This is an optimization exercise on Yosys and OpenROAD, whose aim is small area, a short achievable clock period and few clock cycles per item, not a production implementation.
Only simulation tests tie the RTL to the original design; equivalence was not proved.
Power figures rest on the tool's default switching activity, not on a simulated workload.

==> module sacl_datapath, before the edit <==
module sacl_datapath (
  input  logic                clk,
  input  logic                rst,
  input  logic                in_valid,
  output logic                in_ready,
  input  sacl_pkg::sacl_in_t  in_data,
  output logic                out_valid,
  input  logic                out_ready,
  output sacl_pkg::sacl_out_t out_data
);
  logic v1, v2, skid_v;
  logic adv2, s1_go, s1_free, acc;
  assign adv2     = v2 && (!out_valid || out_ready);
  assign s1_go    = v1 && (!v2 || adv2);
  assign s1_free  = !v1 || s1_go;
  assign in_ready = !skid_v;
  assign acc      = in_valid && !skid_v;
  always_ff @(posedge clk) begin
    if (rst) begin
      v1        <= 1'b0;
      v2        <= 1'b0;
      skid_v    <= 1'b0;
      out_valid <= 1'b0;
    end else begin
      if (s1_free) begin
        v1 <= skid_v || in_valid;
      end
      if (s1_free) begin
        skid_v <= 1'b0;
      end else if (acc) begin
        skid_v <= 1'b1;
      end
      if (s1_go) begin
        v2 <= 1'b1;
      end else if (adv2) begin
        v2 <= 1'b0;
      end
      if (adv2) begin
        out_valid <= 1'b1;
      end else if (out_ready) begin
        out_valid <= 1'b0;
      end
    end
  end
  logic [5:0]  sk_set, nx_set, s1_set;
  logic [13:0] sk_tag, nx_tag, s1_tag;
  logic        sk_wr, nx_wr, s1_wr;
  logic [63:0] s1_row;
  always_ff @(posedge clk) begin
    if (acc && !s1_free) begin
      sk_set <= in_data.address[9:4];
      sk_tag <= in_data.address[23:10];
      sk_wr  <= in_data.write_op;
    end
  end
  assign nx_set = skid_v ? sk_set : in_data.address[9:4];
  assign nx_tag = skid_v ? sk_tag : in_data.address[23:10];
  assign nx_wr  = skid_v ? sk_wr  : in_data.write_op;
  always_ff @(posedge clk) begin
    if (s1_free) begin
      s1_set <= nx_set;
      s1_tag <= nx_tag;
      s1_wr  <= nx_wr;
      s1_row <= 64'd1 << nx_set;
    end
  end
  logic [55:0] rd_tags;
  logic [5:0]  rd_code;
  logic [3:0]  rd_dirty;
  logic [3:0]  fill_way;
  logic [5:0]  next_code;
  logic [3:0]  next_dirty;
  logic [5:0]  s2_set;
  logic [13:0] s2_tag;
  logic        s2_wr;
  logic        wb_v;
  logic [5:0]  wb_set;
  logic [13:0] wb_tag;
  logic [3:0]  wb_fill;
  logic [5:0]  wb_code;
  logic [3:0]  wb_dirty;
  sacl_ram u_ram (
    .clk        (clk),
    .rst        (rst),
    .rd_row     (s1_row),
    .rd_tags    (rd_tags),
    .rd_code    (rd_code),
    .rd_dirty   (rd_dirty),
    .wr_en      (wb_v),
    .wr_set     (wb_set),
    .wr_tag_way (wb_fill),
    .wr_tag     (wb_tag),
    .wr_code    (wb_code),
    .wr_dirty   (wb_dirty)
  );
  logic        same, same_wb;
  logic [13:0] tag_d, tag_dw;
  logic [55:0] mis_rd, mis_fw, s2_mis;
  logic [3:0]  s2_dirty;
  logic [5:0]  s2_code;
  assign same    = v2 && (s2_set == s1_set);
  assign same_wb = wb_v && (wb_set == s1_set);
  assign tag_d   = s2_tag ^ s1_tag;
  assign tag_dw  = wb_tag ^ s1_tag;
  always_comb begin
    for (int w = 0; w < 4; w++) begin
      mis_rd[w*14 +: 14] = rd_tags[w*14 +: 14] ^ s1_tag;
      if (same && fill_way[w]) begin
        mis_fw[w*14 +: 14] = tag_d;
      end else if (same_wb && wb_fill[w]) begin
        mis_fw[w*14 +: 14] = tag_dw;
      end else begin
        mis_fw[w*14 +: 14] = mis_rd[w*14 +: 14];
      end
    end
  end
  always_ff @(posedge clk) begin
    if (s1_go) begin
      s2_set   <= s1_set;
      s2_tag   <= s1_tag;
      s2_wr    <= s1_wr;
      s2_mis   <= mis_fw;
      s2_code  <= same ? next_code : (same_wb ? wb_code : rd_code);
      s2_dirty <= same ? next_dirty : (same_wb ? wb_dirty : rd_dirty);
    end
  end
  always_ff @(posedge clk) begin
    if (rst) begin
      wb_v <= 1'b0;
    end else begin
      wb_v <= adv2;
    end
  end
  always_ff @(posedge clk) begin
    if (adv2) begin
      wb_set   <= s2_set;
      wb_tag   <= s2_tag;
      wb_fill  <= fill_way;
      wb_code  <= next_code;
      wb_dirty <= next_dirty;
    end
  end
  logic [3:0] valid, hv, sel;
  logic       full, hit, vdirty;
  logic [1:0] victim, hit_way, way;
  logic [1:0] outcome;
  logic [5:0] nxt [4];
  logic [3:0] s2_match;
  always_comb begin
    for (int w = 0; w < 4; w++) begin
      s2_match[w] = !(|s2_mis[w*14 +: 14]);
    end
  end
  sacl_ctrl u_lru (
    .code   (s2_code),
    .valid  (valid),
    .full   (full),
    .victim (victim),
    .next_0 (nxt[0]),
    .next_1 (nxt[1]),
    .next_2 (nxt[2]),
    .next_3 (nxt[3])
  );
  assign hv      = s2_match & valid;
  assign hit     = |hv;
  assign hit_way = {hv[3] | hv[2], hv[3] | hv[1]};
  assign way     = hit ? hit_way : victim;
  assign vdirty  = s2_dirty[victim];
  always_comb begin
    next_code = '0;
    for (int w = 0; w < 4; w++) begin
      sel[w]        = hit ? hv[w] : (victim == 2'(w));
      fill_way[w]   = !hit && (victim == 2'(w));
      next_dirty[w] = sel[w] ? (s2_wr || (hit && s2_dirty[w])) : s2_dirty[w];
      next_code     = next_code | (sel[w] ? nxt[w] : 6'd0);
    end
    if (hit) begin
      outcome = sacl_pkg::OUT_HIT;
    end else if (!full) begin
      outcome = sacl_pkg::OUT_COLD;
    end else if (vdirty) begin
      outcome = sacl_pkg::OUT_DIRTY;
    end else begin
      outcome = sacl_pkg::OUT_CLEAN;
    end
  end
  function automatic logic [31:0] sat_inc(input logic [31:0] v);
    logic [31:0] n;
    n[0] = ~v[0];
    for (int i = 1; i < 32; i++) begin
      n[i] = v[i] ^ (&(v | ~((32'd1 << i) - 32'd1)));
    end
    sat_inc = (&v) ? v : n;
  endfunction
  logic [31:0] hit_inc, repl_inc, cold_inc, dirty_inc;
  assign hit_inc   = sat_inc(out_data.hit_total);
  assign repl_inc  = sat_inc(out_data.replace_miss_total);
  assign cold_inc  = sat_inc(out_data.compulsory_total);
  assign dirty_inc = sat_inc(out_data.dirty_replace_total);
  always_ff @(posedge clk) begin
    if (adv2) begin
      out_data.outcome  <= sacl_pkg::outcome_t'(outcome);
      out_data.way_used <= way;
    end
  end
  always_ff @(posedge clk) begin
    if (rst) begin
      out_data.hit_total           <= '0;
      out_data.replace_miss_total  <= '0;
      out_data.compulsory_total    <= '0;
      out_data.dirty_replace_total <= '0;
    end else if (adv2) begin
      if (hit) begin
        out_data.hit_total <= hit_inc;
      end
      if (!hit && full) begin
        out_data.replace_miss_total <= repl_inc;
      end
      if (!hit && !full) begin
        out_data.compulsory_total <= cold_inc;
      end
      if (!hit && full && vdirty) begin
        out_data.dirty_replace_total <= dirty_inc;
      end
    end
  end
endmodule
Settings: LEC_CHECK=0, CAP_MARGIN=40, CORE_MARGIN=2, CORE_UTILIZATION=45, CTS_CLUSTER_DIAMETER=100, CTS_CLUSTER_SIZE=20, SETUP_SLACK_MARGIN=2.9, SLEW_MARGIN=60, TNS_END_PERCENT=0; clock period 6.0 ns.
run.sh (not shown) runs the stock make flow with config.mk's settings and CLKGATE_MAP_FILE= SYNTH_SCRIPT=/design/flow/synth_recipe.tcl, a recipe that flattens the netlist after the stock synthesis.
Testbench counts at the start, summed over its fixed seeds: cycles 12,024, items 12,000.
Edit:
--- a/flow/design.v
+++ b/flow/design.v
@@ -687,13 +687,15 @@
   always_ff @(posedge clk) begin
     if (s1_free) begin
       s1_set <= nx_set;
       s1_tag <= nx_tag;
       s1_wr  <= nx_wr;
-      s1_row <= 64'd1 << nx_set;
     end
   end
+  always_ff @(posedge clk) begin
+    s1_row <= 64'd1 << (s1_free ? nx_set : s1_set);
+  end
   logic [55:0] rd_tags;
   logic [5:0]  rd_code;
   logic [3:0]  rd_dirty;
   logic [3:0]  fill_way;
   logic [5:0]  next_code;
@@ -758,17 +760,15 @@
     end else begin
       wb_v <= adv2;
     end
   end
   always_ff @(posedge clk) begin
-    if (adv2) begin
-      wb_set   <= s2_set;
-      wb_tag   <= s2_tag;
-      wb_fill  <= fill_way;
-      wb_code  <= next_code;
-      wb_dirty <= next_dirty;
-    end
+    wb_set   <= s2_set;
+    wb_tag   <= s2_tag;
+    wb_fill  <= fill_way;
+    wb_code  <= next_code;
+    wb_dirty <= next_dirty;
   end
   logic [3:0] valid, hv, sel;
   logic       full, hit, vdirty;
   logic [1:0] victim, hit_way, way;
   logic [1:0] outcome;
What happened: Critical path depth stays the same; count of clock-buffer cells in the layout goes up by 28; synthesized area is about the same; core utilization goes up by 0.54 points; via count stays flat; flip-flop and latch count stays the same; power goes up by 1.3%; sequential share of layout area goes down by 1.0 points; final area goes up by 0.90%.
Testbench counts after the change, summed over its fixed seeds: cycles 12,024, items 12,000.

T:
set_assoc_cache_lru_tags again, from the RTL that the note above started with.
clock: 6.0 ns
lec_check: 0
cap_margin: 40
core_margin: 2
core_utilization: 45
cts_cluster_diameter: 100
cts_cluster_size: 24
setup_slack_margin: 2.9
slew_margin: 60
tns_end_percent: 5
T: full flow OK, the timing, DRC and antenna checks passed
Testbench counts of T, summed over its fixed seeds: cycles 12,024, items 12,000.
### T -> S
--- a/flow/design.v
+++ b/flow/design.v
@@ -686,15 +686,17 @@
   assign nx_wr  = skid_v ? sk_wr  : in_data.write_op;
   always_ff @(posedge clk) begin
     if (s1_free) begin
       s1_set <= nx_set;
       s1_tag <= nx_tag;
       s1_wr  <= nx_wr;
-      s1_row <= 64'd1 << nx_set;
     end
   end
+  always_ff @(posedge clk) begin
+    s1_row <= 64'd1 << (s1_free ? nx_set : s1_set);
+  end
   logic [55:0] rd_tags;
   logic [5:0]  rd_code;
   logic [3:0]  rd_dirty;
   logic [3:0]  fill_way;
   logic [5:0]  next_code;
   logic [3:0]  next_dirty;
@@ -757,19 +759,17 @@
       wb_v <= 1'b0;
     end else begin
       wb_v <= adv2;
     end
   end
   always_ff @(posedge clk) begin
-    if (adv2) begin
-      wb_set   <= s2_set;
-      wb_tag   <= s2_tag;
-      wb_fill  <= fill_way;
-      wb_code  <= next_code;
-      wb_dirty <= next_dirty;
-    end
+    wb_set   <= s2_set;
+    wb_tag   <= s2_tag;
+    wb_fill  <= fill_way;
+    wb_code  <= next_code;
+    wb_dirty <= next_dirty;
   end
   logic [3:0] valid, hv, sel;
   logic       full, hit, vdirty;
   logic [1:0] victim, hit_way, way;
   logic [1:0] outcome;
   logic [5:0] nxt [4];
Results
Detailed-route vias per instance: S > T. S vs. T: worst hold slack went down by 0.031 ns. For power attributed to the clock group, S and T come out practically identical. The final reports for S and T show power consumption higher in the former. Diff T and S: synthesized area divided by synthesized cell count lower in T. Final cell area: S above T. On count of buffers added by post-CTS timing repair for setup: S sits above T. S vs T, logic depth of the worst register-to-register path went down by 2. T → S: area of the placeable core closely matched the old numbers, timing-limited maximum frequency decreased by 2.2% relative to the old numbers, die extent in x closely matched the old numbers, final instance count without filler cells decreased by 0.95% relative to the old numbers.
Testbench counts of S, summed over its fixed seeds: cycles 12,024, items 12,000.

[re-timing with driven ports]
In the flow no input, the clock included, has a driving cell. The finished layouts below were timed again as built, in two steps. Step 1, drivers: a clkbuf_16 drives clk and a buf_2 each remaining input, both assumed. Step 2 moves the port delays by t, midway between the first and last clock arrival at a register: inputs arrive t later, outputs are due t later. That takes back most of the time a late clock gives input paths. a / b / c = no drivers / after step 1 / after step 2; a / b = the first two.
run | t (ns) | setup slack, ns | worst setup path after step 2
the first run of note 1 | 1.076 | 2.581 / 2.581 / 2.120 | input to register
the second run of note 1 | 1.058 | 2.496 / 2.496 / 1.893 | input to register
T | 1.094 | 2.610 / 2.610 / 1.950 | input to register
S | 1.088 | 2.532 / 2.532 / 2.116 | input to register
After both steps setup and hold are still met in every run listed. For T, which loses most, drivers alone change the setup slack by 0.000 ns; drivers and shift together by -0.660 ns.
